What follows belongs to an exercise in optimizing a design on an open flow for small area and a short achievable clock period; a production flow would make more cautious choices. Function was checked by simulation only, so behaviour that the tests miss may differ from the original. Power and IR drop assume default switching activity.

==> flow/design.v, too long to show whole: its modules and the start of the top module <==
// module mul16_lane: 1001 lines
// module arrmul: 40 lines
module arrmul (
  input  logic         clk,
  input  logic         reset,
  input  logic [0:127] reg_A,
  input  logic [0:127] reg_B,
  input  logic [0:1]   ctrl_ww,
  input  logic [0:4]   alu_op,
  output logic [0:127] result
);
  // ...
==> flow/run.sh <==
#!/bin/bash
# synth_recipe.tcl (not shown) runs the flow's synth.tcl, then flattens the netlist and writes it again
# the make line also repeats each setting of config.mk as NAME=value (left out here)
make -C /OpenROAD-flow-scripts/flow DESIGN_CONFIG=/design/flow/config.mk WORK_HOME=/design/flow/orfs CLKGATE_MAP_FILE= SYNTH_SCRIPT=/design/flow/synth_recipe.tcl finish
==> flow/config.mk <==
export PLATFORM = sky130hd
export DESIGN_NAME = arrmul
export DESIGN_NICKNAME = arrmul
export VERILOG_FILES = /design/flow/design.v
export SDC_FILE = /design/flow/constraint.sdc
export NUM_CORES = 4
export LEC_CHECK = 0
export CAP_MARGIN = 20
export CORE_MARGIN = 2
export CORE_UTILIZATION = 40
export SETUP_SLACK_MARGIN = 4
export SLEW_MARGIN = 20
==> flow/constraint.sdc <==
create_clock -name core_clock -period 15.0 [get_ports {clk}]
set_input_delay 3.0000 -clock core_clock [delete_from_list [all_inputs] [get_ports {clk}]]
set_output_delay 3.0000 -clock core_clock [all_outputs]
set_load 0.01 [all_outputs]
==> impl_metrics.py, run 1 <==
metrics = {
    "global_route": {
        "grt_pass1_vias": 33044,
        "grt-ovfl-total": 0,
        "use_met3_pct": 6.07,
    },
    "status": {
        "status": "finished clean",
    },
    "timing": {
        "fin_crit_sh_pct": 71.4,
        "hold-worst-slack_ns": 2.35,
    },
    "finish": {
        "multi_input_cells": 3311,
        "multi_input_comb_area_um2": 30800,
        "n_all_buffers": 451,
        "largest_reg_flops": 128,
        "clock_area_share_pct": 1.39,
    },
    "pwr": {
        "p_comb_mw": 0.373,
        "leakage_nw": 19.0,
        "power_mw": 1.19,
    },
    "yosys": {
        "synth_cell_types": 60,
        "ys.flop_type": "dfrtp_1",
        "post_synth.cell_area_avg_um2": 8.50,
        "syn_nets": 5693,
        "yosys.area_share.simple_pct": 17.2,
    },
    "clock_tree": {
        "h-tree-depth": 4,
        "hold_buffers": 0,
        "cts_resized": 2,
        "cts_root_buf": "clkbuf_16",
    },
    "placement": {
        "portBuffers": 392,
        "post-place-ws_ns": 3.36,
    },
    "drt": {
        "wl_met2_um": 59300,
    },
    "floorplan": {
        "dieArea_um2": 96500,
        "num_rows": 112,
        "dieHeight_um": 311,
    },
}
==> run 2: changes to the inputs <==
--- a/flow/design.v
+++ b/flow/design.v
@@ -4,16 +4,35 @@
   localparam logic [4:0] aluwmuleu = 5'h10;
   localparam logic [4:0] aluwmulou = 5'h11;
   localparam logic [4:0] aluwmules = 5'h12;
   localparam logic [4:0] aluwmulos = 5'h13;
   function automatic logic is_wmul(input logic [4:0] op);
     is_wmul = op == aluwmuleu || op == aluwmulou || op == aluwmules || op == aluwmulos;
   endfunction
 endpackage
+module mul_fa (
+  input  logic a,
+  input  logic b,
+  input  logic c,
+  output logic s,
+  output logic co
+);
+  assign s = a ^ b ^ c;
+  assign co = (a & b) | (a & c) | (b & c);
+endmodule
+module mul_ha (
+  input  logic a,
+  input  logic b,
+  output logic s,
+  output logic co
+);
+  assign s = a ^ b;
+  assign co = a & b;
+endmodule
 module mul16_lane (
   input  logic [15:0] a,     
   input  logic [15:0] b,
   input  logic        sv,    
   input  logic        w16,   
   output logic [31:0] p
 );
   logic s8, s16;
@@ -321,452 +340,234 @@
   assign pp249 = ((a[15] & b[8]) ^ sv);
   assign pp250 = ((a[15] & b[9]) ^ sv);
   assign pp251 = ((a[15] & b[10]) ^ sv);
   assign pp252 = ((a[15] & b[11]) ^ sv);
   assign pp253 = ((a[15] & b[12]) ^ sv);
   assign pp254 = ((a[15] & b[13]) ^ sv);
   assign pp255 = ((a[15] & b[14]) ^ sv);
   assign pp256 = (a[15] & b[15]);
-  assign s257 = pp134 ^ pp14;
-  assign c258 = pp134 & pp14;
-  assign s259 = pp105 ^ pp120 ^ pp135;
-  assign c260 = (pp105 & pp120) | (pp105 & pp135) | (pp120 & pp135);
-  assign s261 = pp15 ^ pp150;
-  assign c262 = pp15 & pp150;
-  assign s263 = pp106 ^ pp121 ^ pp136;
-  assign c264 = (pp106 & pp121) | (pp106 & pp136) | (pp121 & pp136);
-  assign s265 = pp151 ^ pp166 ^ pp181;
-  assign c266 = (pp151 & pp166) | (pp151 & pp181) | (pp166 & pp181);
-  assign s267 = pp196 ^ pp211;
-  assign c268 = pp196 & pp211;
-  assign s269 = pp107 ^ pp122 ^ pp137;
-  assign c270 = (pp107 & pp122) | (pp107 & pp137) | (pp122 & pp137);
-  assign s271 = pp152 ^ pp167 ^ pp182;
-  assign c272 = (pp152 & pp167) | (pp152 & pp182) | (pp167 & pp182);
-  assign s273 = pp197 ^ pp212 ^ pp227;
-  assign c274 = (pp197 & pp212) | (pp197 & pp227) | (pp212 & pp227);
-  assign s275 = pp108 ^ pp123 ^ pp138;
-  assign c276 = (pp108 & pp123) | (pp108 & pp138) | (pp123 & pp138);
-  assign s277 = pp153 ^ pp168 ^ pp183;
-  assign c278 = (pp153 & pp168) | (pp153 & pp183) | (pp168 & pp183);
-  assign s279 = pp109 ^ pp124 ^ pp139;
-  assign c280 = (pp109 & pp124) | (pp109 & pp139) | (pp124 & pp139);
-  assign s281 = pp129 ^ pp39;
-  assign c282 = pp129 & pp39;
-  assign s283 = pp10 ^ pp100 ^ pp130;
-  assign c284 = (pp10 & pp100) | (pp10 & pp130) | (pp100 & pp130);
-  assign s285 = pp101 ^ pp11 ^ pp131;
-  assign c286 = (pp101 & pp11) | (pp101 & pp131) | (pp11 & pp131);
-  assign s287 = pp146 ^ pp161;
-  assign c288 = pp146 & pp161;
-  assign s289 = pp102 ^ pp12 ^ pp132;
-  assign c290 = (pp102 & pp12) | (pp102 & pp132) | (pp12 & pp132);
-  assign s291 = pp147 ^ pp162 ^ pp177;
-  assign c292 = (pp147 & pp162) | (pp147 & pp177) | (pp162 & pp177);
-  assign s293 = pp27 ^ pp42;
-  assign c294 = pp27 & pp42;
-  assign s295 = pp103 ^ pp13 ^ pp133;
-  assign c296 = (pp103 & pp13) | (pp103 & pp133) | (pp13 & pp133);
-  assign s297 = pp148 ^ pp163 ^ pp178;
-  assign c298 = (pp148 & pp163) | (pp148 & pp178) | (pp163 & pp178);
-  assign s299 = pp193 ^ pp28 ^ pp43;
-  assign c300 = (pp193 & pp28) | (pp193 & pp43) | (pp28 & pp43);
-  assign s301 = pp58 ^ pp73;
-  assign c302 = pp58 & pp73;
-  assign s303 = pp149 ^ pp164 ^ pp179;
-  assign c304 = (pp149 & pp164) | (pp149 & pp179) | (pp164 & pp179);
-  assign s305 = pp194 ^ pp209 ^ pp29;
-  assign c306 = (pp194 & pp209) | (pp194 & pp29) | (pp209 & pp29);
-  assign s307 = pp44 ^ pp59 ^ pp74;
-  assign c308 = (pp44 & pp59) | (pp44 & pp74) | (pp59 & pp74);
-  assign s309 = pp89 ^ pp104 ^ pp119;
-  assign c310 = (pp89 & pp104) | (pp89 & pp119) | (pp104 & pp119);
-  assign s311 = pp165 ^ pp180 ^ pp195;
-  assign c312 = (pp165 & pp180) | (pp165 & pp195) | (pp180 & pp195);
-  assign s313 = pp210 ^ pp225 ^ pp30;
-  assign c314 = (pp210 & pp225) | (pp210 & pp30) | (pp225 & pp30);
-  assign s315 = pp45 ^ pp60 ^ pp75;
-  assign c316 = (pp45 & pp60) | (pp45 & pp75) | (pp60 & pp75);
-  assign s317 = pp90 ^ c258 ^ s261;
-  assign c318 = (pp90 & c258) | (pp90 & s261) | (c258 & s261);
-  assign s319 = pp226 ^ pp31 ^ pp46;
-  assign c320 = (pp226 & pp31) | (pp226 & pp46) | (pp31 & pp46);
-  assign s321 = pp61 ^ pp76 ^ pp91;
-  assign c322 = (pp61 & pp76) | (pp61 & pp91) | (pp76 & pp91);
-  assign s323 = pp16 ^ pp241 ^ c262;
-  assign c324 = (pp16 & pp241) | (pp16 & c262) | (pp241 & c262);
-  assign s325 = s267 ^ c260 ^ s263;
-  assign c326 = (s267 & c260) | (s267 & s263) | (c260 & s263);
-  assign s327 = pp47 ^ pp62 ^ pp77;
-  assign c328 = (pp47 & pp62) | (pp47 & pp77) | (pp62 & pp77);
-  assign s329 = pp92 ^ s16 ^ pp242;
-  assign c330 = (pp92 & s16) | (pp92 & pp242) | (s16 & pp242);
-  assign s331 = pp32 ^ c268 ^ c264;
-  assign c332 = (pp32 & c268) | (pp32 & c264) | (c268 & c264);
-  assign s333 = c266 ^ s269 ^ s271;
-  assign c334 = (c266 & s269) | (c266 & s271) | (s269 & s271);
-  assign s335 = pp198 ^ pp213 ^ pp228;
-  assign c336 = (pp198 & pp213) | (pp198 & pp228) | (pp213 & pp228);
-  assign s337 = pp63 ^ pp78 ^ pp93;
-  assign c338 = (pp63 & pp78) | (pp63 & pp93) | (pp78 & pp93);
-  assign s339 = pp243 ^ pp48 ^ c270;
-  assign c340 = (pp243 & pp48) | (pp243 & c270) | (pp48 & c270);
-  assign s341 = c272 ^ c274 ^ s275;
-  assign c342 = (c272 & c274) | (c272 & s275) | (c274 & s275);
-  assign s343 = pp154 ^ pp169 ^ pp184;
-  assign c344 = (pp154 & pp169) | (pp154 & pp184) | (pp169 & pp184);
-  assign s345 = pp199 ^ pp214 ^ pp229;
-  assign c346 = (pp199 & pp214) | (pp199 & pp229) | (pp214 & pp229);
-  assign s347 = pp79 ^ pp94 ^ pp244;
-  assign c348 = (pp79 & pp94) | (pp79 & pp244) | (pp94 & pp244);
-  assign s349 = pp64 ^ c276 ^ c278;
-  assign c350 = (pp64 & c276) | (pp64 & c278) | (c276 & c278);
-  assign s351 = pp110 ^ pp125 ^ pp140;
-  assign c352 = (pp110 & pp125) | (pp110 & pp140) | (pp125 & pp140);
-  assign s353 = pp155 ^ pp170 ^ pp185;
-  assign c354 = (pp155 & pp170) | (pp155 & pp185) | (pp170 & pp185);
-  assign s355 = pp200 ^ pp215 ^ pp230;
-  assign c356 = (pp200 & pp215) | (pp200 & pp230) | (pp215 & pp230);
-  assign s357 = pp95 ^ pp245 ^ pp80;
-  assign c358 = (pp95 & pp245) | (pp95 & pp80) | (pp245 & pp80);
-  assign s359 = pp111 ^ pp126 ^ pp141;
-  assign c360 = (pp111 & pp126) | (pp111 & pp141) | (pp126 & pp141);
-  assign s361 = pp156 ^ pp171 ^ pp186;
-  assign c362 = (pp156 & pp171) | (pp156 & pp186) | (pp171 & pp186);
-  assign s363 = pp201 ^ pp216 ^ pp231;
-  assign c364 = (pp201 & pp216) | (pp201 & pp231) | (pp216 & pp231);
-  assign s365 = pp127 ^ pp142 ^ pp157;
-  assign c366 = (pp127 & pp142) | (pp127 & pp157) | (pp142 & pp157);
-  assign s367 = pp172 ^ pp187 ^ pp202;
-  assign c368 = (pp172 & pp187) | (pp172 & pp202) | (pp187 & pp202);
-  assign s369 = pp143 ^ pp158 ^ pp173;
-  assign c370 = (pp143 & pp158) | (pp143 & pp173) | (pp158 & pp173);
-  assign s371 = pp22 ^ pp37;
-  assign c372 = pp22 & pp37;
-  assign s373 = pp23 ^ pp38 ^ pp53;
-  assign c374 = (pp23 & pp38) | (pp23 & pp53) | (pp38 & pp53);
-  assign s375 = pp68 ^ pp83;
-  assign c376 = pp68 & pp83;
-  assign s377 = pp54 ^ pp69 ^ pp84;
-  assign c378 = (pp54 & pp69) | (pp54 & pp84) | (pp69 & pp84);
-  assign s379 = pp9 ^ pp99 ^ s8;
-  assign c380 = (pp9 & pp99) | (pp9 & s8) | (pp99 & s8);
-  assign s381 = pp114 ^ pp24;
-  assign c382 = pp114 & pp24;
-  assign s383 = pp145 ^ pp25 ^ pp55;
-  assign c384 = (pp145 & pp25) | (pp145 & pp55) | (pp25 & pp55);
-  assign s385 = pp70 ^ pp85 ^ pp115;
-  assign c386 = (pp70 & pp85) | (pp70 & pp115) | (pp85 & pp115);
-  assign s387 = pp40 ^ c282 ^ s283;
-  assign c388 = (pp40 & c282) | (pp40 & s283) | (c282 & s283);
-  assign s389 = pp26 ^ pp41 ^ pp71;
-  assign c390 = (pp26 & pp41) | (pp26 & pp71) | (pp41 & pp71);
-  assign s391 = pp86 ^ pp116 ^ pp56;
-  assign c392 = (pp86 & pp116) | (pp86 & pp56) | (pp116 & pp56);
-  assign s393 = s287 ^ c284 ^ s285;
-  assign c394 = (s287 & c284) | (s287 & s285) | (c284 & s285);
-  assign s395 = pp57 ^ pp87 ^ pp117;
-  assign c396 = (pp57 & pp87) | (pp57 & pp117) | (pp87 & pp117);
-  assign s397 = pp72 ^ c288 ^ s293;
-  assign c398 = (pp72 & c288) | (pp72 & s293) | (c288 & s293);
-  assign s399 = c286 ^ s289 ^ s291;
-  assign c400 = (c286 & s289) | (c286 & s291) | (s289 & s291);
-  assign s401 = pp118 ^ pp88 ^ c294;
-  assign c402 = (pp118 & pp88) | (pp118 & c294) | (pp88 & c294);
-  assign s403 = s301 ^ c290 ^ c292;
-  assign c404 = (s301 & c290) | (s301 & c292) | (c290 & c292);
-  assign s405 = s295 ^ s297 ^ s299;
-  assign c406 = (s295 & s297) | (s295 & s299) | (s297 & s299);
-  assign s407 = c302 ^ s257 ^ c296;
-  assign c408 = (c302 & s257) | (c302 & c296) | (s257 & c296);
-  assign s409 = c298 ^ c300 ^ s303;
-  assign c410 = (c298 & c300) | (c298 & s303) | (c300 & s303);
-  assign s411 = s305 ^ s307 ^ s309;
-  assign c412 = (s305 & s307) | (s305 & s309) | (s307 & s309);
-  assign s413 = c304 ^ c306 ^ c308;
-  assign c414 = (c304 & c306) | (c304 & c308) | (c306 & c308);
-  assign s415 = c310 ^ s259 ^ s311;
-  assign c416 = (c310 & s259) | (c310 & s311) | (s259 & s311);
-  assign s417 = s313 ^ s315 ^ s317;
-  assign c418 = (s313 & s315) | (s313 & s317) | (s315 & s317);
-  assign s419 = c312 ^ c314 ^ c316;
-  assign c420 = (c312 & c314) | (c312 & c316) | (c314 & c316);
-  assign s421 = s265 ^ s319 ^ s321;
-  assign c422 = (s265 & s319) | (s265 & s321) | (s319 & s321);
-  assign s423 = c318 ^ s323 ^ s325;
-  assign c424 = (c318 & s323) | (c318 & s325) | (s323 & s325);
-  assign s425 = c320 ^ c322 ^ s273;
-  assign c426 = (c320 & c322) | (c320 & s273) | (c322 & s273);
-  assign s427 = s327 ^ s329 ^ c324;
-  assign c428 = (s327 & s329) | (s327 & c324) | (s329 & c324);
-  assign s429 = c326 ^ s331 ^ s333;
-  assign c430 = (c326 & s331) | (c326 & s333) | (s331 & s333);
-  assign s431 = c328 ^ c330 ^ s277;
-  assign c432 = (c328 & c330) | (c328 & s277) | (c330 & s277);
-  assign s433 = s335 ^ s337 ^ c332;
-  assign c434 = (s335 & s337) | (s335 & c332) | (s337 & c332);
-  assign s435 = c334 ^ s339 ^ s341;
-  assign c436 = (c334 & s339) | (c334 & s341) | (s339 & s341);
-  assign s437 = c336 ^ c338 ^ s279;
-  assign c438 = (c336 & c338) | (c336 & s279) | (c338 & s279);
-  assign s439 = s343 ^ s345 ^ s347;
-  assign c440 = (s343 & s345) | (s343 & s347) | (s345 & s347);
-  assign s441 = c340 ^ c342 ^ s349;
-  assign c442 = (c340 & c342) | (c340 & s349) | (c342 & s349);
-  assign s443 = c280 ^ c344 ^ c346;
-  assign c444 = (c280 & c344) | (c280 & c346) | (c344 & c346);
-  assign s445 = c348 ^ s351 ^ s353;
-  assign c446 = (c348 & s351) | (c348 & s353) | (s351 & s353);
-  assign s447 = s355 ^ s357 ^ c350;
-  assign c448 = (s355 & s357) | (s355 & c350) | (s357 & c350);
-  assign s449 = pp246 ^ pp96 ^ c352;
-  assign c450 = (pp246 & pp96) | (pp246 & c352) | (pp96 & c352);
-  assign s451 = c354 ^ c356 ^ c358;
-  assign c452 = (c354 & c356) | (c354 & c358) | (c356 & c358);
-  assign s453 = s359 ^ s361 ^ s363;
-  assign c454 = (s359 & s361) | (s359 & s363) | (s361 & s363);
-  assign s455 = pp217 ^ pp232 ^ pp112;
-  assign c456 = (pp217 & pp232) | (pp217 & pp112) | (pp232 & pp112);
-  assign s457 = pp247 ^ c360 ^ c362;
-  assign c458 = (pp247 & c360) | (pp247 & c362) | (c360 & c362);
-  assign s459 = c364 ^ s365 ^ s367;
-  assign c460 = (c364 & s365) | (c364 & s367) | (s365 & s367);
-  assign s461 = pp188 ^ pp203 ^ pp218;
-  assign c462 = (pp188 & pp203) | (pp188 & pp218) | (pp203 & pp218);
-  assign s463 = pp233 ^ pp128 ^ pp248;
-  assign c464 = (pp233 & pp128) | (pp233 & pp248) | (pp128 & pp248);
-  assign s465 = c366 ^ c368 ^ s369;
-  assign c466 = (c366 & c368) | (c366 & s369) | (c368 & s369);
-  assign s467 = pp159 ^ pp174 ^ pp189;
-  assign c468 = (pp159 & pp174) | (pp159 & pp189) | (pp174 & pp189);
-  assign s469 = pp204 ^ pp219 ^ pp234;
-  assign c470 = (pp204 & pp219) | (pp204 & pp234) | (pp219 & pp234);
-  assign s471 = pp144 ^ pp249 ^ c370;
-  assign c472 = (pp144 & pp249) | (pp144 & c370) | (pp249 & c370);
-  assign s473 = pp175 ^ pp190 ^ pp205;
-  assign c474 = (pp175 & pp190) | (pp175 & pp205) | (pp190 & pp205);
-  assign s475 = pp220 ^ pp235 ^ s8;
-  assign c476 = (pp220 & pp235) | (pp220 & s8) | (pp235 & s8);
-  assign s477 = pp160 ^ pp250;
-  assign c478 = pp160 & pp250;
-  assign s479 = pp191 ^ pp206 ^ pp221;
-  assign c480 = (pp191 & pp206) | (pp191 & pp221) | (pp206 & pp221);
-  assign s481 = pp236 ^ pp176;
-  assign c482 = pp236 & pp176;
-  assign s483 = pp207 ^ pp222;
-  assign c484 = pp207 & pp222;
-  assign s485 = pp20 ^ pp35;
-  assign c486 = pp20 & pp35;
-  assign s487 = pp21 ^ pp36 ^ pp51;
-  assign c488 = (pp21 & pp36) | (pp21 & pp51) | (pp36 & pp51);
-  assign s489 = pp6 ^ pp66;
-  assign c490 = pp6 & pp66;
-  assign s491 = pp52 ^ pp67 ^ pp7;
-  assign c492 = (pp52 & pp67) | (pp52 & pp7) | (pp67 & pp7);
-  assign s493 = pp82 ^ pp97 ^ s371;
-  assign c494 = (pp82 & pp97) | (pp82 & s371) | (pp97 & s371);
-  assign s495 = pp98 ^ pp113 ^ pp8;
-  assign c496 = (pp98 & pp113) | (pp98 & pp8) | (pp113 & pp8);
-  assign s497 = c372 ^ s375 ^ s373;
-  assign c498 = (c372 & s375) | (c372 & s373) | (s375 & s373);
-  assign s499 = c376 ^ s281 ^ c374;
-  assign c500 = (c376 & s281) | (c376 & c374) | (s281 & c374);
-  assign s501 = s381 ^ s377 ^ s379;
-  assign c502 = (s381 & s377) | (s381 & s379) | (s377 & s379);
-  assign s503 = c382 ^ c378 ^ c380;
-  assign c504 = (c382 & c378) | (c382 & c380) | (c378 & c380);
-  assign s505 = s383 ^ s385 ^ s387;
-  assign c506 = (s383 & s385) | (s383 & s387) | (s385 & s387);
-  assign s507 = c384 ^ c386 ^ s389;
-  assign c508 = (c384 & c386) | (c384 & s389) | (c386 & s389);
-  assign s509 = s391 ^ c388 ^ s393;
-  assign c510 = (s391 & c388) | (s391 & s393) | (c388 & s393);
-  assign s511 = c390 ^ c392 ^ s395;
-  assign c512 = (c390 & c392) | (c390 & s395) | (c392 & s395);
-  assign s513 = s397 ^ c394 ^ s399;
-  assign c514 = (s397 & c394) | (s397 & s399) | (c394 & s399);
-  assign s515 = c396 ^ c398 ^ s401;
-  assign c516 = (c396 & c398) | (c396 & s401) | (c398 & s401);
-  assign s517 = c400 ^ s403 ^ s405;
-  assign c518 = (c400 & s403) | (c400 & s405) | (s403 & s405);
-  assign s519 = c402 ^ c404 ^ c406;
-  assign c520 = (c402 & c404) | (c402 & c406) | (c404 & c406);
-  assign s521 = s407 ^ s409 ^ s411;
-  assign c522 = (s407 & s409) | (s407 & s411) | (s409 & s411);
-  assign s523 = c408 ^ c410 ^ s413;
-  assign c524 = (c408 & c410) | (c408 & s413) | (c410 & s413);
-  assign s525 = c412 ^ s415 ^ s417;
-  assign c526 = (c412 & s415) | (c412 & s417) | (s415 & s417);
-  assign s527 = c414 ^ c416 ^ s419;
-  assign c528 = (c414 & c416) | (c414 & s419) | (c416 & s419);
-  assign s529 = s421 ^ c418 ^ s423;
-  assign c530 = (s421 & c418) | (s421 & s423) | (c418 & s423);
-  assign s531 = c420 ^ c422 ^ s425;
-  assign c532 = (c420 & c422) | (c420 & s425) | (c422 & s425);
-  assign s533 = s427 ^ c424 ^ s429;
-  assign c534 = (s427 & c424) | (s427 & s429) | (c424 & s429);
-  assign s535 = c426 ^ s431 ^ c428;
-  assign c536 = (c426 & s431) | (c426 & c428) | (s431 & c428);
-  assign s537 = s433 ^ c430 ^ s435;
-  assign c538 = (s433 & c430) | (s433 & s435) | (c430 & s435);
-  assign s539 = c432 ^ s437 ^ s439;
-  assign c540 = (c432 & s437) | (c432 & s439) | (s437 & s439);
-  assign s541 = c434 ^ c436 ^ s441;
-  assign c542 = (c434 & c436) | (c434 & s441) | (c436 & s441);
-  assign s543 = c438 ^ s443 ^ c440;
-  assign c544 = (c438 & s443) | (c438 & c440) | (s443 & c440);
-  assign s545 = s445 ^ c442 ^ s447;
-  assign c546 = (s445 & c442) | (s445 & s447) | (c442 & s447);
-  assign s547 = c444 ^ c446 ^ s449;
-  assign c548 = (c444 & c446) | (c444 & s449) | (c446 & s449);
-  assign s549 = s451 ^ s453 ^ c448;
-  assign c550 = (s451 & s453) | (s451 & c448) | (s453 & c448);
-  assign s551 = s455 ^ c450 ^ c452;
-  assign c552 = (s455 & c450) | (s455 & c452) | (c450 & c452);
-  assign s553 = c454 ^ s457 ^ s459;
-  assign c554 = (c454 & s457) | (c454 & s459) | (s457 & s459);
-  assign s555 = c456 ^ s461 ^ s463;
-  assign c556 = (c456 & s461) | (c456 & s463) | (s461 & s463);
-  assign s557 = c458 ^ c460 ^ s465;
-  assign c558 = (c458 & c460) | (c458 & s465) | (c460 & s465);
-  assign s559 = c462 ^ c464 ^ s467;
-  assign c560 = (c462 & c464) | (c462 & s467) | (c464 & s467);
-  assign s561 = s469 ^ c466 ^ s471;
-  assign c562 = (s469 & c466) | (s469 & s471) | (c466 & s471);
-  assign s563 = c468 ^ c470 ^ s477;
-  assign c564 = (c468 & c470) | (c468 & s477) | (c470 & s477);
-  assign s565 = s473 ^ s475 ^ c472;
-  assign c566 = (s473 & s475) | (s473 & c472) | (s475 & c472);
-  assign s567 = pp251 ^ c478 ^ c474;
-  assign c568 = (pp251 & c478) | (pp251 & c474) | (c478 & c474);
-  assign s569 = s481 ^ c476 ^ s479;
-  assign c570 = (s481 & c476) | (s481 & s479) | (c476 & s479);
-  assign s571 = pp237 ^ pp192 ^ pp252;
-  assign c572 = (pp237 & pp192) | (pp237 & pp252) | (pp192 & pp252);
-  assign s573 = s483 ^ c482 ^ c480;
-  assign c574 = (s483 & c482) | (s483 & c480) | (c482 & c480);
-  assign s575 = pp223 ^ pp238 ^ pp208;
-  assign c576 = (pp223 & pp238) | (pp223 & pp208) | (pp238 & pp208);
-  assign s577 = pp253 ^ c484;
-  assign c578 = pp253 & c484;
-  assign s579 = pp239 ^ pp224;
-  assign c580 = pp239 & pp224;
-  assign s581 = pp19 ^ pp34;
-  assign c582 = pp19 & pp34;
-  assign s583 = pp5 ^ pp50 ^ pp65;
-  assign c584 = (pp5 & pp50) | (pp5 & pp65) | (pp50 & pp65);
-  assign s585 = pp81 ^ c486 ^ s489;
-  assign c586 = (pp81 & c486) | (pp81 & s489) | (c486 & s489);
-  assign s587 = c490 ^ c488 ^ s491;
-  assign c588 = (c490 & c488) | (c490 & s491) | (c488 & s491);
-  assign s589 = c492 ^ s495 ^ c494;
-  assign c590 = (c492 & s495) | (c492 & c494) | (s495 & c494);
-  assign s591 = c496 ^ c498 ^ s499;
-  assign c592 = (c496 & c498) | (c496 & s499) | (c498 & s499);
-  assign s593 = c500 ^ s503 ^ c502;
-  assign c594 = (c500 & s503) | (c500 & c502) | (s503 & c502);
-  assign s595 = c504 ^ s507 ^ c506;
-  assign c596 = (c504 & s507) | (c504 & c506) | (s507 & c506);
-  assign s597 = c508 ^ s511 ^ c510;
-  assign c598 = (c508 & s511) | (c508 & c510) | (s511 & c510);
-  assign s599 = c512 ^ s515 ^ c514;
-  assign c600 = (c512 & s515) | (c512 & c514) | (s515 & c514);
-  assign s601 = c516 ^ c518 ^ s519;
-  assign c602 = (c516 & c518) | (c516 & s519) | (c518 & s519);
-  assign s603 = c520 ^ s523 ^ c522;
-  assign c604 = (c520 & s523) | (c520 & c522) | (s523 & c522);
-  assign s605 = c524 ^ s527 ^ c526;
-  assign c606 = (c524 & s527) | (c524 & c526) | (s527 & c526);
-  assign s607 = c528 ^ s531 ^ c530;
-  assign c608 = (c528 & s531) | (c528 & c530) | (s531 & c530);
-  assign s609 = c532 ^ s535 ^ c534;
-  assign c610 = (c532 & s535) | (c532 & c534) | (s535 & c534);
-  assign s611 = c536 ^ s539 ^ c538;
-  assign c612 = (c536 & s539) | (c536 & c538) | (s539 & c538);
-  assign s613 = c540 ^ s543 ^ c542;
-  assign c614 = (c540 & s543) | (c540 & c542) | (s543 & c542);
-  assign s615 = c544 ^ s547 ^ c546;
-  assign c616 = (c544 & s547) | (c544 & c546) | (s547 & c546);
-  assign s617 = c548 ^ s551 ^ s553;
-  assign c618 = (c548 & s551) | (c548 & s553) | (s551 & s553);
-  assign s619 = s555 ^ c552 ^ c554;
-  assign c620 = (s555 & c552) | (s555 & c554) | (c552 & c554);
-  assign s621 = c556 ^ s559 ^ c558;
-  assign c622 = (c556 & s559) | (c556 & c558) | (s559 & c558);
-  assign s623 = c560 ^ s563 ^ c562;
-  assign c624 = (c560 & s563) | (c560 & c562) | (s563 & c562);
-  assign s625 = c564 ^ s567 ^ s569;
-  assign c626 = (c564 & s567) | (c564 & s569) | (s567 & s569);
-  assign s627 = s571 ^ c568 ^ c570;
-  assign c628 = (s571 & c568) | (s571 & c570) | (c568 & c570);
-  assign s629 = c572 ^ s577 ^ s575;
-  assign c630 = (c572 & s577) | (c572 & s575) | (s577 & s575);
-  assign s631 = pp254 ^ s579 ^ c578;
-  assign c632 = (pp254 & s579) | (pp254 & c578) | (s579 & c578);
-  assign s633 = pp240 ^ pp255;
-  assign c634 = pp240 & pp255;
-  assign s635 = pp18 ^ pp3;
-  assign c636 = pp18 & pp3;
-  assign s637 = pp4 ^ pp49 ^ s581;
-  assign c638 = (pp4 & pp49) | (pp4 & s581) | (pp49 & s581);
-  assign s639 = c582 ^ s485 ^ s583;
-  assign c640 = (c582 & s485) | (c582 & s583) | (s485 & s583);
-  assign s641 = c584 ^ s487 ^ s585;
-  assign c642 = (c584 & s487) | (c584 & s585) | (s487 & s585);
-  assign s643 = c586 ^ s493 ^ s587;
-  assign c644 = (c586 & s493) | (c586 & s587) | (s493 & s587);
-  assign s645 = c588 ^ s497 ^ s589;
-  assign c646 = (c588 & s497) | (c588 & s589) | (s497 & s589);
-  assign s647 = s501 ^ c590 ^ s591;
-  assign c648 = (s501 & c590) | (s501 & s591) | (c590 & s591);
-  assign s649 = c592 ^ s593 ^ s505;
-  assign c650 = (c592 & s593) | (c592 & s505) | (s593 & s505);
-  assign s651 = c594 ^ s509 ^ s595;
-  assign c652 = (c594 & s509) | (c594 & s595) | (s509 & s595);
-  assign s653 = s513 ^ c596 ^ s597;
-  assign c654 = (s513 & c596) | (s513 & s597) | (c596 & s597);
-  assign s655 = s517 ^ c598 ^ s599;
-  assign c656 = (s517 & c598) | (s517 & s599) | (c598 & s599);
-  assign s657 = s521 ^ c600 ^ s601;
-  assign c658 = (s521 & c600) | (s521 & s601) | (c600 & s601);
-  assign s659 = c602 ^ s525 ^ s603;
-  assign c660 = (c602 & s525) | (c602 & s603) | (s525 & s603);
-  assign s661 = c604 ^ s529 ^ s605;
-  assign c662 = (c604 & s529) | (c604 & s605) | (s529 & s605);
-  assign s663 = s533 ^ c606 ^ s607;
-  assign c664 = (s533 & c606) | (s533 & s607) | (c606 & s607);
-  assign s665 = s537 ^ c608 ^ s609;
-  assign c666 = (s537 & c608) | (s537 & s609) | (c608 & s609);
-  assign s667 = s541 ^ c610 ^ s611;
-  assign c668 = (s541 & c610) | (s541 & s611) | (c610 & s611);
-  assign s669 = s545 ^ c612 ^ s613;
-  assign c670 = (s545 & c612) | (s545 & s613) | (c612 & s613);
-  assign s671 = s549 ^ c614 ^ s615;
-  assign c672 = (s549 & c614) | (s549 & s615) | (c614 & s615);
-  assign s673 = c550 ^ s617 ^ c616;
-  assign c674 = (c550 & s617) | (c550 & c616) | (s617 & c616);
-  assign s675 = s557 ^ c618 ^ s619;
-  assign c676 = (s557 & c618) | (s557 & s619) | (c618 & s619);
-  assign s677 = s561 ^ c620 ^ s621;
-  assign c678 = (s561 & c620) | (s561 & s621) | (c620 & s621);
-  assign s679 = s565 ^ c622 ^ s623;
-  assign c680 = (s565 & c622) | (s565 & s623) | (c622 & s623);
-  assign s681 = c566 ^ s625 ^ c624;
-  assign c682 = (c566 & s625) | (c566 & c624) | (s625 & c624);
-  assign s683 = s573 ^ c626 ^ s627;
-  assign c684 = (s573 & c626) | (s573 & s627) | (c626 & s627);
-  assign s685 = c574 ^ s629 ^ c628;
-  assign c686 = (c574 & s629) | (c574 & c628) | (s629 & c628);
-  assign s687 = c576 ^ s631 ^ c630;
-  assign c688 = (c576 & s631) | (c576 & c630) | (s631 & c630);
-  assign s689 = c580 ^ s633 ^ c632;
-  assign c690 = (c580 & s633) | (c580 & c632) | (s633 & c632);
-  assign s691 = pp256 ^ c634;
-  assign c692 = pp256 & c634;
+  mul_ha u_s257 (.a(pp134), .b(pp14), .s(s257), .co(c258));
+  mul_fa u_s259 (.a(pp105), .b(pp120), .c(pp135), .s(s259), .co(c260));
+  mul_ha u_s261 (.a(pp15), .b(pp150), .s(s261), .co(c262));
+  mul_fa u_s263 (.a(pp106), .b(pp121), .c(pp136), .s(s263), .co(c264));
+  mul_fa u_s265 (.a(pp151), .b(pp166), .c(pp181), .s(s265), .co(c266));
+  mul_ha u_s267 (.a(pp196), .b(pp211), .s(s267), .co(c268));
+  mul_fa u_s269 (.a(pp107), .b(pp122), .c(pp137), .s(s269), .co(c270));
+  mul_fa u_s271 (.a(pp152), .b(pp167), .c(pp182), .s(s271), .co(c272));
+  mul_fa u_s273 (.a(pp197), .b(pp212), .c(pp227), .s(s273), .co(c274));
+  mul_fa u_s275 (.a(pp108), .b(pp123), .c(pp138), .s(s275), .co(c276));
+  mul_fa u_s277 (.a(pp153), .b(pp168), .c(pp183), .s(s277), .co(c278));
+  mul_fa u_s279 (.a(pp109), .b(pp124), .c(pp139), .s(s279), .co(c280));
+  mul_ha u_s281 (.a(pp129), .b(pp39), .s(s281), .co(c282));
+  mul_fa u_s283 (.a(pp10), .b(pp100), .c(pp130), .s(s283), .co(c284));
+  mul_fa u_s285 (.a(pp101), .b(pp11), .c(pp131), .s(s285), .co(c286));
+  mul_ha u_s287 (.a(pp146), .b(pp161), .s(s287), .co(c288));
+  mul_fa u_s289 (.a(pp102), .b(pp12), .c(pp132), .s(s289), .co(c290));
+  mul_fa u_s291 (.a(pp147), .b(pp162), .c(pp177), .s(s291), .co(c292));
+  mul_ha u_s293 (.a(pp27), .b(pp42), .s(s293), .co(c294));
+  mul_fa u_s295 (.a(pp103), .b(pp13), .c(pp133), .s(s295), .co(c296));
+  mul_fa u_s297 (.a(pp148), .b(pp163), .c(pp178), .s(s297), .co(c298));
+  mul_fa u_s299 (.a(pp193), .b(pp28), .c(pp43), .s(s299), .co(c300));
+  mul_ha u_s301 (.a(pp58), .b(pp73), .s(s301), .co(c302));
+  mul_fa u_s303 (.a(pp149), .b(pp164), .c(pp179), .s(s303), .co(c304));
+  mul_fa u_s305 (.a(pp194), .b(pp209), .c(pp29), .s(s305), .co(c306));
+  mul_fa u_s307 (.a(pp44), .b(pp59), .c(pp74), .s(s307), .co(c308));
+  mul_fa u_s309 (.a(pp89), .b(pp104), .c(pp119), .s(s309), .co(c310));
+  mul_fa u_s311 (.a(pp165), .b(pp180), .c(pp195), .s(s311), .co(c312));
+  mul_fa u_s313 (.a(pp210), .b(pp225), .c(pp30), .s(s313), .co(c314));
+  mul_fa u_s315 (.a(pp45), .b(pp60), .c(pp75), .s(s315), .co(c316));
+  mul_fa u_s317 (.a(pp90), .b(c258), .c(s261), .s(s317), .co(c318));
+  mul_fa u_s319 (.a(pp226), .b(pp31), .c(pp46), .s(s319), .co(c320));
+  mul_fa u_s321 (.a(pp61), .b(pp76), .c(pp91), .s(s321), .co(c322));
+  mul_fa u_s323 (.a(pp16), .b(pp241), .c(c262), .s(s323), .co(c324));
+  mul_fa u_s325 (.a(s267), .b(c260), .c(s263), .s(s325), .co(c326));
+  mul_fa u_s327 (.a(pp47), .b(pp62), .c(pp77), .s(s327), .co(c328));
+  mul_fa u_s329 (.a(pp92), .b(s16), .c(pp242), .s(s329), .co(c330));
+  mul_fa u_s331 (.a(pp32), .b(c268), .c(c264), .s(s331), .co(c332));
+  mul_fa u_s333 (.a(c266), .b(s269), .c(s271), .s(s333), .co(c334));
+  mul_fa u_s335 (.a(pp198), .b(pp213), .c(pp228), .s(s335), .co(c336));
+  mul_fa u_s337 (.a(pp63), .b(pp78), .c(pp93), .s(s337), .co(c338));
+  mul_fa u_s339 (.a(pp243), .b(pp48), .c(c270), .s(s339), .co(c340));
+  mul_fa u_s341 (.a(c272), .b(c274), .c(s275), .s(s341), .co(c342));
+  mul_fa u_s343 (.a(pp154), .b(pp169), .c(pp184), .s(s343), .co(c344));
+  mul_fa u_s345 (.a(pp199), .b(pp214), .c(pp229), .s(s345), .co(c346));
+  mul_fa u_s347 (.a(pp79), .b(pp94), .c(pp244), .s(s347), .co(c348));
+  mul_fa u_s349 (.a(pp64), .b(c276), .c(c278), .s(s349), .co(c350));
+  mul_fa u_s351 (.a(pp110), .b(pp125), .c(pp140), .s(s351), .co(c352));
+  mul_fa u_s353 (.a(pp155), .b(pp170), .c(pp185), .s(s353), .co(c354));
+  mul_fa u_s355 (.a(pp200), .b(pp215), .c(pp230), .s(s355), .co(c356));
+  mul_fa u_s357 (.a(pp95), .b(pp245), .c(pp80), .s(s357), .co(c358));
+  mul_fa u_s359 (.a(pp111), .b(pp126), .c(pp141), .s(s359), .co(c360));
+  mul_fa u_s361 (.a(pp156), .b(pp171), .c(pp186), .s(s361), .co(c362));
+  mul_fa u_s363 (.a(pp201), .b(pp216), .c(pp231), .s(s363), .co(c364));
+  mul_fa u_s365 (.a(pp127), .b(pp142), .c(pp157), .s(s365), .co(c366));
+  mul_fa u_s367 (.a(pp172), .b(pp187), .c(pp202), .s(s367), .co(c368));
+  mul_fa u_s369 (.a(pp143), .b(pp158), .c(pp173), .s(s369), .co(c370));
+  mul_ha u_s371 (.a(pp22), .b(pp37), .s(s371), .co(c372));
+  mul_fa u_s373 (.a(pp23), .b(pp38), .c(pp53), .s(s373), .co(c374));
+  mul_ha u_s375 (.a(pp68), .b(pp83), .s(s375), .co(c376));
+  mul_fa u_s377 (.a(pp54), .b(pp69), .c(pp84), .s(s377), .co(c378));
+  mul_fa u_s379 (.a(pp9), .b(pp99), .c(s8), .s(s379), .co(c380));
+  mul_ha u_s381 (.a(pp114), .b(pp24), .s(s381), .co(c382));
+  mul_fa u_s383 (.a(pp145), .b(pp25), .c(pp55), .s(s383), .co(c384));
+  mul_fa u_s385 (.a(pp70), .b(pp85), .c(pp115), .s(s385), .co(c386));
+  mul_fa u_s387 (.a(pp40), .b(c282), .c(s283), .s(s387), .co(c388));
+  mul_fa u_s389 (.a(pp26), .b(pp41), .c(pp71), .s(s389), .co(c390));
+  mul_fa u_s391 (.a(pp86), .b(pp116), .c(pp56), .s(s391), .co(c392));
+  mul_fa u_s393 (.a(s287), .b(c284), .c(s285), .s(s393), .co(c394));
+  mul_fa u_s395 (.a(pp57), .b(pp87), .c(pp117), .s(s395), .co(c396));
+  mul_fa u_s397 (.a(pp72), .b(c288), .c(s293), .s(s397), .co(c398));
+  mul_fa u_s399 (.a(c286), .b(s289), .c(s291), .s(s399), .co(c400));
+  mul_fa u_s401 (.a(pp118), .b(pp88), .c(c294), .s(s401), .co(c402));
+  mul_fa u_s403 (.a(s301), .b(c290), .c(c292), .s(s403), .co(c404));
+  mul_fa u_s405 (.a(s295), .b(s297), .c(s299), .s(s405), .co(c406));
+  mul_fa u_s407 (.a(c302), .b(s257), .c(c296), .s(s407), .co(c408));
+  mul_fa u_s409 (.a(c298), .b(c300), .c(s303), .s(s409), .co(c410));
+  mul_fa u_s411 (.a(s305), .b(s307), .c(s309), .s(s411), .co(c412));
+  mul_fa u_s413 (.a(c304), .b(c306), .c(c308), .s(s413), .co(c414));
+  mul_fa u_s415 (.a(c310), .b(s259), .c(s311), .s(s415), .co(c416));
+  mul_fa u_s417 (.a(s313), .b(s315), .c(s317), .s(s417), .co(c418));
+  mul_fa u_s419 (.a(c312), .b(c314), .c(c316), .s(s419), .co(c420));
+  mul_fa u_s421 (.a(s265), .b(s319), .c(s321), .s(s421), .co(c422));
+  mul_fa u_s423 (.a(c318), .b(s323), .c(s325), .s(s423), .co(c424));
+  mul_fa u_s425 (.a(c320), .b(c322), .c(s273), .s(s425), .co(c426));
+  mul_fa u_s427 (.a(s327), .b(s329), .c(c324), .s(s427), .co(c428));
+  mul_fa u_s429 (.a(c326), .b(s331), .c(s333), .s(s429), .co(c430));
+  mul_fa u_s431 (.a(c328), .b(c330), .c(s277), .s(s431), .co(c432));
+  mul_fa u_s433 (.a(s335), .b(s337), .c(c332), .s(s433), .co(c434));
+  mul_fa u_s435 (.a(c334), .b(s339), .c(s341), .s(s435), .co(c436));
+  mul_fa u_s437 (.a(c336), .b(c338), .c(s279), .s(s437), .co(c438));
+  mul_fa u_s439 (.a(s343), .b(s345), .c(s347), .s(s439), .co(c440));
+  mul_fa u_s441 (.a(c340), .b(c342), .c(s349), .s(s441), .co(c442));
+  mul_fa u_s443 (.a(c280), .b(c344), .c(c346), .s(s443), .co(c444));
+  mul_fa u_s445 (.a(c348), .b(s351), .c(s353), .s(s445), .co(c446));
+  mul_fa u_s447 (.a(s355), .b(s357), .c(c350), .s(s447), .co(c448));
+  mul_fa u_s449 (.a(pp246), .b(pp96), .c(c352), .s(s449), .co(c450));
+  mul_fa u_s451 (.a(c354), .b(c356), .c(c358), .s(s451), .co(c452));
+  mul_fa u_s453 (.a(s359), .b(s361), .c(s363), .s(s453), .co(c454));
+  mul_fa u_s455 (.a(pp217), .b(pp232), .c(pp112), .s(s455), .co(c456));
+  mul_fa u_s457 (.a(pp247), .b(c360), .c(c362), .s(s457), .co(c458));
+  mul_fa u_s459 (.a(c364), .b(s365), .c(s367), .s(s459), .co(c460));
+  mul_fa u_s461 (.a(pp188), .b(pp203), .c(pp218), .s(s461), .co(c462));
+  mul_fa u_s463 (.a(pp233), .b(pp128), .c(pp248), .s(s463), .co(c464));
+  mul_fa u_s465 (.a(c366), .b(c368), .c(s369), .s(s465), .co(c466));
+  mul_fa u_s467 (.a(pp159), .b(pp174), .c(pp189), .s(s467), .co(c468));
+  mul_fa u_s469 (.a(pp204), .b(pp219), .c(pp234), .s(s469), .co(c470));
+  mul_fa u_s471 (.a(pp144), .b(pp249), .c(c370), .s(s471), .co(c472));
+  mul_fa u_s473 (.a(pp175), .b(pp190), .c(pp205), .s(s473), .co(c474));
+  mul_fa u_s475 (.a(pp220), .b(pp235), .c(s8), .s(s475), .co(c476));
+  mul_ha u_s477 (.a(pp160), .b(pp250), .s(s477), .co(c478));
+  mul_fa u_s479 (.a(pp191), .b(pp206), .c(pp221), .s(s479), .co(c480));
+  mul_ha u_s481 (.a(pp236), .b(pp176), .s(s481), .co(c482));
+  mul_ha u_s483 (.a(pp207), .b(pp222), .s(s483), .co(c484));
+  mul_ha u_s485 (.a(pp20), .b(pp35), .s(s485), .co(c486));
+  mul_fa u_s487 (.a(pp21), .b(pp36), .c(pp51), .s(s487), .co(c488));
+  mul_ha u_s489 (.a(pp6), .b(pp66), .s(s489), .co(c490));
+  mul_fa u_s491 (.a(pp52), .b(pp67), .c(pp7), .s(s491), .co(c492));
+  mul_fa u_s493 (.a(pp82), .b(pp97), .c(s371), .s(s493), .co(c494));
+  mul_fa u_s495 (.a(pp98), .b(pp113), .c(pp8), .s(s495), .co(c496));
+  mul_fa u_s497 (.a(c372), .b(s375), .c(s373), .s(s497), .co(c498));
+  mul_fa u_s499 (.a(c376), .b(s281), .c(c374), .s(s499), .co(c500));
+  mul_fa u_s501 (.a(s381), .b(s377), .c(s379), .s(s501), .co(c502));
+  mul_fa u_s503 (.a(c382), .b(c378), .c(c380), .s(s503), .co(c504));
+  mul_fa u_s505 (.a(s383), .b(s385), .c(s387), .s(s505), .co(c506));
+  mul_fa u_s507 (.a(c384), .b(c386), .c(s389), .s(s507), .co(c508));
+  mul_fa u_s509 (.a(s391), .b(c388), .c(s393), .s(s509), .co(c510));
+  mul_fa u_s511 (.a(c390), .b(c392), .c(s395), .s(s511), .co(c512));
+  mul_fa u_s513 (.a(s397), .b(c394), .c(s399), .s(s513), .co(c514));
+  mul_fa u_s515 (.a(c396), .b(c398), .c(s401), .s(s515), .co(c516));
+  mul_fa u_s517 (.a(c400), .b(s403), .c(s405), .s(s517), .co(c518));
+  mul_fa u_s519 (.a(c402), .b(c404), .c(c406), .s(s519), .co(c520));
+  mul_fa u_s521 (.a(s407), .b(s409), .c(s411), .s(s521), .co(c522));
+  mul_fa u_s523 (.a(c408), .b(c410), .c(s413), .s(s523), .co(c524));
+  mul_fa u_s525 (.a(c412), .b(s415), .c(s417), .s(s525), .co(c526));
+  mul_fa u_s527 (.a(c414), .b(c416), .c(s419), .s(s527), .co(c528));
+  mul_fa u_s529 (.a(s421), .b(c418), .c(s423), .s(s529), .co(c530));
+  mul_fa u_s531 (.a(c420), .b(c422), .c(s425), .s(s531), .co(c532));
+  mul_fa u_s533 (.a(s427), .b(c424), .c(s429), .s(s533), .co(c534));
+  mul_fa u_s535 (.a(c426), .b(s431), .c(c428), .s(s535), .co(c536));
+  mul_fa u_s537 (.a(s433), .b(c430), .c(s435), .s(s537), .co(c538));
+  mul_fa u_s539 (.a(c432), .b(s437), .c(s439), .s(s539), .co(c540));
+  mul_fa u_s541 (.a(c434), .b(c436), .c(s441), .s(s541), .co(c542));
+  mul_fa u_s543 (.a(c438), .b(s443), .c(c440), .s(s543), .co(c544));
+  mul_fa u_s545 (.a(s445), .b(c442), .c(s447), .s(s545), .co(c546));
+  mul_fa u_s547 (.a(c444), .b(c446), .c(s449), .s(s547), .co(c548));
+  mul_fa u_s549 (.a(s451), .b(s453), .c(c448), .s(s549), .co(c550));
+  mul_fa u_s551 (.a(s455), .b(c450), .c(c452), .s(s551), .co(c552));
+  mul_fa u_s553 (.a(c454), .b(s457), .c(s459), .s(s553), .co(c554));
+  mul_fa u_s555 (.a(c456), .b(s461), .c(s463), .s(s555), .co(c556));
+  mul_fa u_s557 (.a(c458), .b(c460), .c(s465), .s(s557), .co(c558));
+  mul_fa u_s559 (.a(c462), .b(c464), .c(s467), .s(s559), .co(c560));
+  mul_fa u_s561 (.a(s469), .b(c466), .c(s471), .s(s561), .co(c562));
+  mul_fa u_s563 (.a(c468), .b(c470), .c(s477), .s(s563), .co(c564));
+  mul_fa u_s565 (.a(s473), .b(s475), .c(c472), .s(s565), .co(c566));
+  mul_fa u_s567 (.a(pp251), .b(c478), .c(c474), .s(s567), .co(c568));
+  mul_fa u_s569 (.a(s481), .b(c476), .c(s479), .s(s569), .co(c570));
+  mul_fa u_s571 (.a(pp237), .b(pp192), .c(pp252), .s(s571), .co(c572));
+  mul_fa u_s573 (.a(s483), .b(c482), .c(c480), .s(s573), .co(c574));
+  mul_fa u_s575 (.a(pp223), .b(pp238), .c(pp208), .s(s575), .co(c576));
+  mul_ha u_s577 (.a(pp253), .b(c484), .s(s577), .co(c578));
+  mul_ha u_s579 (.a(pp239), .b(pp224), .s(s579), .co(c580));
+  mul_ha u_s581 (.a(pp19), .b(pp34), .s(s581), .co(c582));
+  mul_fa u_s583 (.a(pp5), .b(pp50), .c(pp65), .s(s583), .co(c584));
+  mul_fa u_s585 (.a(pp81), .b(c486), .c(s489), .s(s585), .co(c586));
+  mul_fa u_s587 (.a(c490), .b(c488), .c(s491), .s(s587), .co(c588));
+  mul_fa u_s589 (.a(c492), .b(s495), .c(c494), .s(s589), .co(c590));
+  mul_fa u_s591 (.a(c496), .b(c498), .c(s499), .s(s591), .co(c592));
+  mul_fa u_s593 (.a(c500), .b(s503), .c(c502), .s(s593), .co(c594));
+  mul_fa u_s595 (.a(c504), .b(s507), .c(c506), .s(s595), .co(c596));
+  mul_fa u_s597 (.a(c508), .b(s511), .c(c510), .s(s597), .co(c598));
+  mul_fa u_s599 (.a(c512), .b(s515), .c(c514), .s(s599), .co(c600));
+  mul_fa u_s601 (.a(c516), .b(c518), .c(s519), .s(s601), .co(c602));
+  mul_fa u_s603 (.a(c520), .b(s523), .c(c522), .s(s603), .co(c604));
+  mul_fa u_s605 (.a(c524), .b(s527), .c(c526), .s(s605), .co(c606));
+  mul_fa u_s607 (.a(c528), .b(s531), .c(c530), .s(s607), .co(c608));
+  mul_fa u_s609 (.a(c532), .b(s535), .c(c534), .s(s609), .co(c610));
+  mul_fa u_s611 (.a(c536), .b(s539), .c(c538), .s(s611), .co(c612));
+  mul_fa u_s613 (.a(c540), .b(s543), .c(c542), .s(s613), .co(c614));
+  mul_fa u_s615 (.a(c544), .b(s547), .c(c546), .s(s615), .co(c616));
+  mul_fa u_s617 (.a(c548), .b(s551), .c(s553), .s(s617), .co(c618));
+  mul_fa u_s619 (.a(s555), .b(c552), .c(c554), .s(s619), .co(c620));
+  mul_fa u_s621 (.a(c556), .b(s559), .c(c558), .s(s621), .co(c622));
+  mul_fa u_s623 (.a(c560), .b(s563), .c(c562), .s(s623), .co(c624));
+  mul_fa u_s625 (.a(c564), .b(s567), .c(s569), .s(s625), .co(c626));
+  mul_fa u_s627 (.a(s571), .b(c568), .c(c570), .s(s627), .co(c628));
+  mul_fa u_s629 (.a(c572), .b(s577), .c(s575), .s(s629), .co(c630));
+  mul_fa u_s631 (.a(pp254), .b(s579), .c(c578), .s(s631), .co(c632));
+  mul_ha u_s633 (.a(pp240), .b(pp255), .s(s633), .co(c634));
+  mul_ha u_s635 (.a(pp18), .b(pp3), .s(s635), .co(c636));
+  mul_fa u_s637 (.a(pp4), .b(pp49), .c(s581), .s(s637), .co(c638));
+  mul_fa u_s639 (.a(c582), .b(s485), .c(s583), .s(s639), .co(c640));
+  mul_fa u_s641 (.a(c584), .b(s487), .c(s585), .s(s641), .co(c642));
+  mul_fa u_s643 (.a(c586), .b(s493), .c(s587), .s(s643), .co(c644));
+  mul_fa u_s645 (.a(c588), .b(s497), .c(s589), .s(s645), .co(c646));
+  mul_fa u_s647 (.a(s501), .b(c590), .c(s591), .s(s647), .co(c648));
+  mul_fa u_s649 (.a(c592), .b(s593), .c(s505), .s(s649), .co(c650));
+  mul_fa u_s651 (.a(c594), .b(s509), .c(s595), .s(s651), .co(c652));
+  mul_fa u_s653 (.a(s513), .b(c596), .c(s597), .s(s653), .co(c654));
+  mul_fa u_s655 (.a(s517), .b(c598), .c(s599), .s(s655), .co(c656));
+  mul_fa u_s657 (.a(s521), .b(c600), .c(s601), .s(s657), .co(c658));
+  mul_fa u_s659 (.a(c602), .b(s525), .c(s603), .s(s659), .co(c660));
+  mul_fa u_s661 (.a(c604), .b(s529), .c(s605), .s(s661), .co(c662));
+  mul_fa u_s663 (.a(s533), .b(c606), .c(s607), .s(s663), .co(c664));
+  mul_fa u_s665 (.a(s537), .b(c608), .c(s609), .s(s665), .co(c666));
+  mul_fa u_s667 (.a(s541), .b(c610), .c(s611), .s(s667), .co(c668));
+  mul_fa u_s669 (.a(s545), .b(c612), .c(s613), .s(s669), .co(c670));
+  mul_fa u_s671 (.a(s549), .b(c614), .c(s615), .s(s671), .co(c672));
+  mul_fa u_s673 (.a(c550), .b(s617), .c(c616), .s(s673), .co(c674));
+  mul_fa u_s675 (.a(s557), .b(c618), .c(s619), .s(s675), .co(c676));
+  mul_fa u_s677 (.a(s561), .b(c620), .c(s621), .s(s677), .co(c678));
+  mul_fa u_s679 (.a(s565), .b(c622), .c(s623), .s(s679), .co(c680));
+  mul_fa u_s681 (.a(c566), .b(s625), .c(c624), .s(s681), .co(c682));
+  mul_fa u_s683 (.a(s573), .b(c626), .c(s627), .s(s683), .co(c684));
+  mul_fa u_s685 (.a(c574), .b(s629), .c(c628), .s(s685), .co(c686));
+  mul_fa u_s687 (.a(c576), .b(s631), .c(c630), .s(s687), .co(c688));
+  mul_fa u_s689 (.a(c580), .b(s633), .c(c632), .s(s689), .co(c690));
+  mul_ha u_s691 (.a(pp256), .b(c634), .s(s691), .co(c692));
   assign x = {c692, c690, c688, c686, c684, c682, c680, c678, c676, c674, c672, c670, c668, c666, c664, c662, c660, c658, c656, c654, c652, c650, c648, c646, c644, c642, c640, c638, c636, s635, pp17, pp1};
   assign y = {1'b0, s691, s689, s687, s685, s683, s681, s679, s677, s675, s673, s671, s669, s667, s665, s663, s661, s659, s657, s655, s653, s651, s649, s647, s645, s643, s641, s639, s637, pp33, pp2, 1'b0};
   logic [31:0] g0, p0;
   assign g0 = x & y;
   assign p0 = x ^ y;
   logic gs1_1, ps1_1;
   assign gs1_1 = g0[1] | (p0[1] & g0[0]);
   assign ps1_1 = p0[1] & p0[0];
==> flow/config.mk (replaced) <==
export PLATFORM = sky130hd
export DESIGN_NAME = arrmul
export DESIGN_NICKNAME = arrmul
export VERILOG_FILES = /design/flow/design.v
export SDC_FILE = /design/flow/constraint.sdc
export NUM_CORES = 4
export LEC_CHECK = 0
export CAP_MARGIN = 20
export CORE_MARGIN = 2
export CORE_UTILIZATION = 40
export SLEW_MARGIN = 20
export SYNTH_HIERARCHICAL = 1
==> run 2 against run 1 <==
Compared with the run above: still clean; synthesized cell count is 19% lower; wire length is 4.4% lower; maximum frequency is 4.8% higher; first-iteration DRC count is 19% lower; sequential share of layout area is 0.091 points lower; critical endpoint unchanged.
==> impl_metrics.py, run 2 <==
metrics = {
    "timing": {
        "setup_tns_ns": 0,
        "slew_headroom_pct": 24.2,
        "rsz0062_at_grt": "false",
        "final_max_slew_viol_count": 0,
        "clock.fmax_mhz": 97.8,
        "period_needed_ns": 10.23,
        "fin_crit_sh_pct": 68.2,
        "final-setup-viol-count": 0,
        "hold-worst-slack_ns": 2.30,
        "hold_violations": 0,
        "worst_slew_pin_slew_ns": 1.13,
    },
    "floorplan": {
        "num_rows": 112,
        "dieArea_um2": 97200,
        "dieHeight_um": 312,
        "die_x_um": 312,
        "ioPinCount": 393,
        "initial_core_util_pct": 40.5,
        "coreArea_um2": 93600,
    },
    "pwr": {
        "p_int_mw": 0.798,
        "swShare_pct": 34.5,
        "clockPowerShare_pct": 42.1,
        "power_density_nw_per_um2": 27.5,
        "irDropWorstVdd_uv": 83.7,
        "p_comb_share_pct": 28.6,
        "switching_power_mw": 0.421,
        "seqPwrFrac_pct": 29.3,
        "leakage_nw": 23.6,
    },
    "clock_tree": {
        "cts_buffers": 17,
        "cts.clk_slew.worst_paths_ns": 0.08,
        "clock_path_buffers": 2,
        "cts_root_buf": "clkbuf_16",
        "hold_buffers": 0,
        "cts_sinks": 128,
        "cts_resized": 0,
        "tritoncts": "built",
        "h-tree-depth": 4,
        "post_cts_buffers": 0,
    },
    "worst_setup_path": {
        "end_kind": "flip-flop",
        "cpMostUsedCell": "fa_1",
        "critPathKind": "in2reg",
        "crit_fanout": 77,
        "cp_slowest_cell": "a211oi_4",
        "crit_path_max_incr_delay_ns": 0.88,
        "crit_start": "ctrl_ww[0]",
        "worstSetupStartpointType": "input pin",
        "required_ns": 15.45,
        "endpoint": "result[64]$_DFF_PN0_",
        "path_delay_family": "adder cells",
        "cp_num_cells": 19,
        "cp_cell_sequence": "clkdlybuf4s50_1, or4b_4, buf_12, a211oi_4, and3_1, fa_1, fa_1, fa_1, fa_1, fa_1, fa_1, ha_1, a21o_1, a221o_1, a221oi_2, a2bb2oi_2, o211ai_1, a31oi_1, xnor2_1",
        "crit_buf_inv": 2,
        "arrival_ns": 10.68,
    },
    "min_path": {
        "worstHoldPathType": "in2async",
    },
    "finish": {
        "final_common_cell": "fa_1",
        "largest_reg_flops": 128,
        "nets": 5126,
        "top_register": "result",
        "largestRegisters": "result: 128 flops",
        "area_growth_syn_to_layout_pct": 16.8,
        "drive_gt1_share_pct": 8.74,
        "final_cell_mix": "fa_1, and2_1, and3_1, clkdlybuf4s50_1, xnor2_1",
    },
    "yosys": {
        "netlist.top_cell.by_area": "fa_1",
        "ys_seq_elements": 128,
        "synthXorXnorAreaFrac_pct": 6.38,
        "synth_cells": 3589,
        "synth_top_family_by_area": "adder cells",
        "synth.top_cell.area_share_pct": 42.5,
        "synth_cell_types": 48,
        "ys.flop_type": "dfrtp_1",
        "yosys.area_share.simple_pct": 20.7,
        "synthesis.area_um2": 37900,
        "synthTopCellsByArea": "fa_1, dfrtp_1, and2_1",
        "ys_seq_area_share_pct": 8.46,
        "post_synth.cell_area_avg_um2": 10.6,
        "synth-edff-count": 0,
        "synth_fa_ha_area_share_pct": 49.2,
        "synthMuxAreaShare_pct": 3.38,
        "synth_warnings": 8,
        "synth-compound-area-share_pct": 8.07,
        "synthTopCellsByCount": "fa_1, and2_1, and3_1, xnor2_1, clkbuf_1",
        "yosysMostFrequentCell": "fa_1",
        "syn_nets": 4862,
        "async_reset_ff_share_pct": 100,
    },
    "global_route": {
        "grt_start_max_net_pins": 205,
        "grt_pass1_vias": 31107,
        "grt_util_all_layers_pct": 25.7,
        "grt_pass1_wl_um": 191000,
        "antenna_found_initial": 5,
        "grt-ovfl-total": 0,
    },
    "placement": {
        "portBuffers": 392,
        "place_hpwl_um": 88200,
        "place.gp.congestion": 0.853,
    },
    "drt": {
        "detail_route.vias_per_cell": 5.54,
        "ant_nets": 0,
        "drc": 0,
        "wl_met2_um": 57500,
        "dr_wl_met3_um": 8420,
        "wl_per_cell_um": 23.6,
        "drt-total-wl_um": 121000,
        "drtIter0Drc": 1936,
        "vias": 28388,
        "highest_layer": "met5",
        "wl_met1_um": 52400,
        "drt_first_pass_iters": 7,
    },
    "status": {
        "status": "finished clean",
    },
    "run": {
        "maxCapViolCount": 0,
    },
}
==> run 2: worst min-delay path by stage <==
stage,cells after the start,slack (ns),startpoint,endpoint
detailed placement,1,2.87,reset,result[52]$_DFF_PN0_
floorplan,0,2.70,reset,result[0]$_DFF_PN0_
CTS,1,2.27,reset,result[47]$_DFF_PN0_
finish,1,2.30,reset,result[47]$_DFF_PN0_
global placement,1,2.87,reset,result[52]$_DFF_PN0_
global route,1,2.30,reset,result[47]$_DFF_PN0_
==> run 2: power by group through the flow <==
stage	Clock (mW)	Sequential, mW	Combinational (mW)
global route	0.542	0.358	0.374
floorplan	0	0.367	0.157
finish	0.514	0.357	0.348
CTS	0.531	0.357	0.350
detailed placement	0	0.363	0.347
global placement	0	0.364	0.346
==> run 2: Yosys stat by module (local to each module, per instance) <==
module      area (um2)  times used  flops+latches
arrmul            7010           1            128
mul16_lane        3510           4              0
mul_fa            20.0         788              0
mul_ha            12.5          84              0
==> run 2: per-stage QoR <==
stage / util (%) / instance area [um2] / setup slack [ns] / power [mW] / std cells
6_report: 47.3 / 44300 / 4.77 / 1.22 / 5121
5_1_grt: 47.3 / 44300 / 4.52 / 1.27 / 5121
4_1_cts: 47.3 / 44200 / 4.74 / 1.24 / 5120
3_5_place_dp: 46.6 / 43600 / 4.17 / 0.711 / 5088
3_3_place_gp: 46.6 / 43600 / 4.25 / 0.710 / 5088
2_1_floorplan: - / 37900 / 5.70 / 0.524 / 3589
==> run 2: routing by layer <==
layer	track usage, %	vias to the layer above
li1	-	12384
met1	35.5	14802
met2	41.4	1035
met3	4.84	163
met4	6.86	4
met5	0	-
==> run 2: area by class of cell <==
type	instances	area [um2]
Fill cell	8828	49400
Sequential cell	128	3200
Multi-Input combinational cell	3119	33600
Inverter	66	250
Timing Repair Buffer	521	4950
Clock buffer	17	425
Clock inverter	15	231
Tap cell	1254	1570
Antenna cell	1	2.50
==> run 2: cells by family after synthesis <==
group,Yosys count
AOI/OAI and AO/OA,328
xor gates and xnor gates,276
adders and majority gates,1008
buffers and inverters,342
DFF,128
muxes,128
and+or+nand+nor,1379
==> run 3: changes to the inputs <==
==> flow/flow/run.sh (new file) <==
#!/bin/bash
# Standard ORFS layout with extra make settings from flow/make_args.txt (one VAR=value per
# line): the port buffers' cell and timing-repair margins. make's full output goes to make.log.
set -euo pipefail
args=()
while IFS= read -r line; do
  [[ -z "$line" || "$line" == \#* ]] && continue
  args+=("$line")
done < flow/make_args.txt
bash standard.sh "${args[@]}" finish > make.log 2>&1
==> flow/flow/make_args.txt (new file) <==
BUFFER_PORTS_ARGS=-buffer_cell sky130_fd_sc_hd__buf_1
SETUP_SLACK_MARGIN=5
==> flow/standard.sh (new file) <==
#!/bin/bash
# synth_recipe.tcl (not shown) runs the flow's synth.tcl, then flattens the netlist and writes it again
# the make line also repeats each setting of config.mk as NAME=value (left out here)
make -C /OpenROAD-flow-scripts/flow DESIGN_CONFIG=/design/flow/config.mk WORK_HOME=/design/flow/orfs CLKGATE_MAP_FILE= SYNTH_SCRIPT=/design/flow/synth_recipe.tcl "${@:-finish}"
removed: flow/run.sh
==> run 3 against run 2 <==
Compared with the run above: via count decreased by 0.39%; critical path depth decreased by 1; clock power decreased by 14%; sequential power about the same; largest cell class unchanged; power decreased by 10%.
==> impl_metrics.py, run 3 <==
metrics = {
    "timing": {
        "fin_crit_sh_pct": 64.9,
        "slew_headroom_pct": 25.9,
        "setup_tns_ns": 0,
        "worst_slew_pin_slew_ns": 1.11,
        "hold_violations": 0,
        "final_max_slew_viol_count": 0,
    },
    "drt": {
        "drtIter0Drc": 1922,
        "drc": 0,
        "vias": 28276,
    },
    "finish": {
        "fin_util_pct": 44.7,
        "largestRegisters": "result: 128 flops",
        "top_register": "result",
        "nets": 5142,
        "final_cell_mix": "fa_1, and2_1, and3_1, buf_1, xnor2_1",
        "fillers": 8970,
        "fin_area_um2": 41800,
        "drive_gt1_share_pct": 9.07,
    },
    "yosys": {
        "ys_seq_area_share_pct": 8.46,
        "synthTopCellsByCount": "fa_1, and2_1, and3_1, xnor2_1, clkbuf_1",
        "synth_cell_types": 48,
        "ys_seq_elements": 128,
        "yosysMostFrequentCell": "fa_1",
        "syn_nets": 4862,
        "ys.flop_type": "dfrtp_1",
        "post_synth.cell_area_avg_um2": 10.6,
    },
    "clock_tree": {
        "h-tree-depth": 4,
        "clock_path_buffers": 2,
        "cts_root_buf": "clkbuf_16",
        "cts.clk_slew.worst_paths_ns": 0.07,
        "cts_buffers": 17,
        "cts_sinks": 128,
    },
    "global_route": {
        "grt_pass1_vias": 31233,
        "antenna_found_initial": 5,
        "grt_util_all_layers_pct": 24.9,
        "grt_pass1_wl_um": 185000,
        "grt_start_max_net_pins": 259,
    },
    "placement": {
        "portBuffers": 392,
        "place_hpwl_um": 86400,
    },
    "pwr": {
        "power_mw": 1.09,
        "leakage_nw": 22.7,
    },
    "run": {
        "maxCapViolCount": 0,
    },
    "status": {
        "status": "finished clean",
    },
    "floorplan": {
        "num_rows": 112,
        "ioPinCount": 393,
        "dieHeight_um": 312,
        "die_x_um": 312,
    },
    "worst_setup_path": {
        "arrival_ns": 10.13,
        "critPathKind": "in2reg",
        "worstSetupStartpointType": "input pin",
    },
}
-- run 3: cell counts after synthesis --
Identical to the previous run, type by type.
-- run 3: metrics by stage --
step                      cells  hold WS [ns]  worst slack (ns)
after floorplan            3589          2.70              5.70
after global placement     5095          2.97              4.57
after detailed placement   5095          2.96              4.40
after CTS                  5125          2.36              5.17
after global routing       5134          2.40              5.00
final                      5137          2.40              5.26
-- run 3: cell families (layout without fill, tap and decap cells) --
| family | count (synthesis) | in the layout | synth area share [%] |
|---|---|---|---|
| buf+inv | 342 | 633 | 3.80 |
| xor+xnor | 276 | 276 | 6.38 |
| compound gates | 328 | 328 | 8.07 |
| flops | 128 | 128 | 8.46 |
| mux | 128 | 128 | 3.38 |
| other cells | 0 | 3 | 0 |
| fa+ha+maj | 1008 | 1008 | 49.2 |
| simple gates | 1379 | 1379 | 20.7 |
-- run 3: worst paths after layout --
path                                         end       start
min in group core_clock     result[63]$_DFF_PN0_   reg_B[63]
max                        result[108]$_DFF_PN0_  ctrl_ww[0]
max in group asynchronous  result[110]$_DFF_PN0_       reset
min                         result[51]$_DFF_PN0_       reset
-- run 3: critical path: cells and delay by family --
kind / cells / cell delay (ns)
adders and majority gates: 6 / 2.73
and+or+nand+nor: 4 / 1.88
AOI/OAI and AO/OA: 5 / 1.65
buffers and inverters: 2 / 0.62
xor gates and xnor gates: 1 / 0.19
-- run 3: layout make-up --
| type | count | area (um2) | area share (%) |
|---|---|---|---|
| Sequential cell | 128 | 3200 | 7.66 |
| Timing Repair Buffer | 537 | 2670 | 6.39 |
| Multi-Input combinational cell | 3119 | 33500 | 80.2 |
| Tap cell | 1254 | 1570 | 3.75 |
| Inverter | 66 | 253 | 0.605 |
| Clock inverter | 10 | 114 | 0.272 |
| Antenna cell | 3 | 7.51 | 0.0180 |
| Clock buffer | 20 | 457 | 1.09 |
-- run 3: power by group --
group	switching (mW)	total (mW)	internal (mW)
Sequential	0.00385	0.358	0.354
Combinational	0.196	0.290	0.0942
Clock	0.195	0.444	0.249
-- run 3: timing repair --
item,4_1_cts,5_1_grt
endpoints found under the setup margin,1,28
resized for setup,1,7
hold buffers,0,0
pin swaps,0,4
setup buffers,0,9
-- run 3: metal layers --
| metal | GRT usage [%] | vias to the layer above | share of wire [%] |
|---|---|---|---|
| li1 | - | 12429 | - |
| met1 | 32.6 | 14578 | 42 |
| met2 | 40.6 | 1075 | 48 |
| met3 | 5.82 | 186 | 7.8 |
| met4 | 8.07 | 8 | 2.6 |
| met5 | 0 | - | 0.040 |
-- run 3: per-module statistics from Yosys, one instance, submodules excluded --
module,cells,copies in the design,area (um2),flops+latches
arrmul,573,1,7010,128
mul16_lane,536,4,3510,0
mul_fa,1,788,20.0,0
mul_ha,1,84,12.5,0

-- re-timing with driven ports --
The flow's constraints put no driver on any port. The routed layouts listed below were extracted and timed again, unchanged, in two steps. Step 1 assumes that a clkbuf_16 drives the clock port and a buf_2 every other input. Step 2 also shifts input and output timing later by t, the mid clock arrival at the registers, as if the neighbouring blocks saw the same clock. a / b / c = ideal ports / drivers / drivers and shift; a / b = the first two.
run	t (ns)	slack for setup (ns)
run 1	0.583	4.286 / 4.317 / 3.734
run 2	0.595	4.772 / 4.818 / 4.223
run 3	0.590	5.261 / 5.286 / 4.696
After both steps every run listed still meets setup and hold.
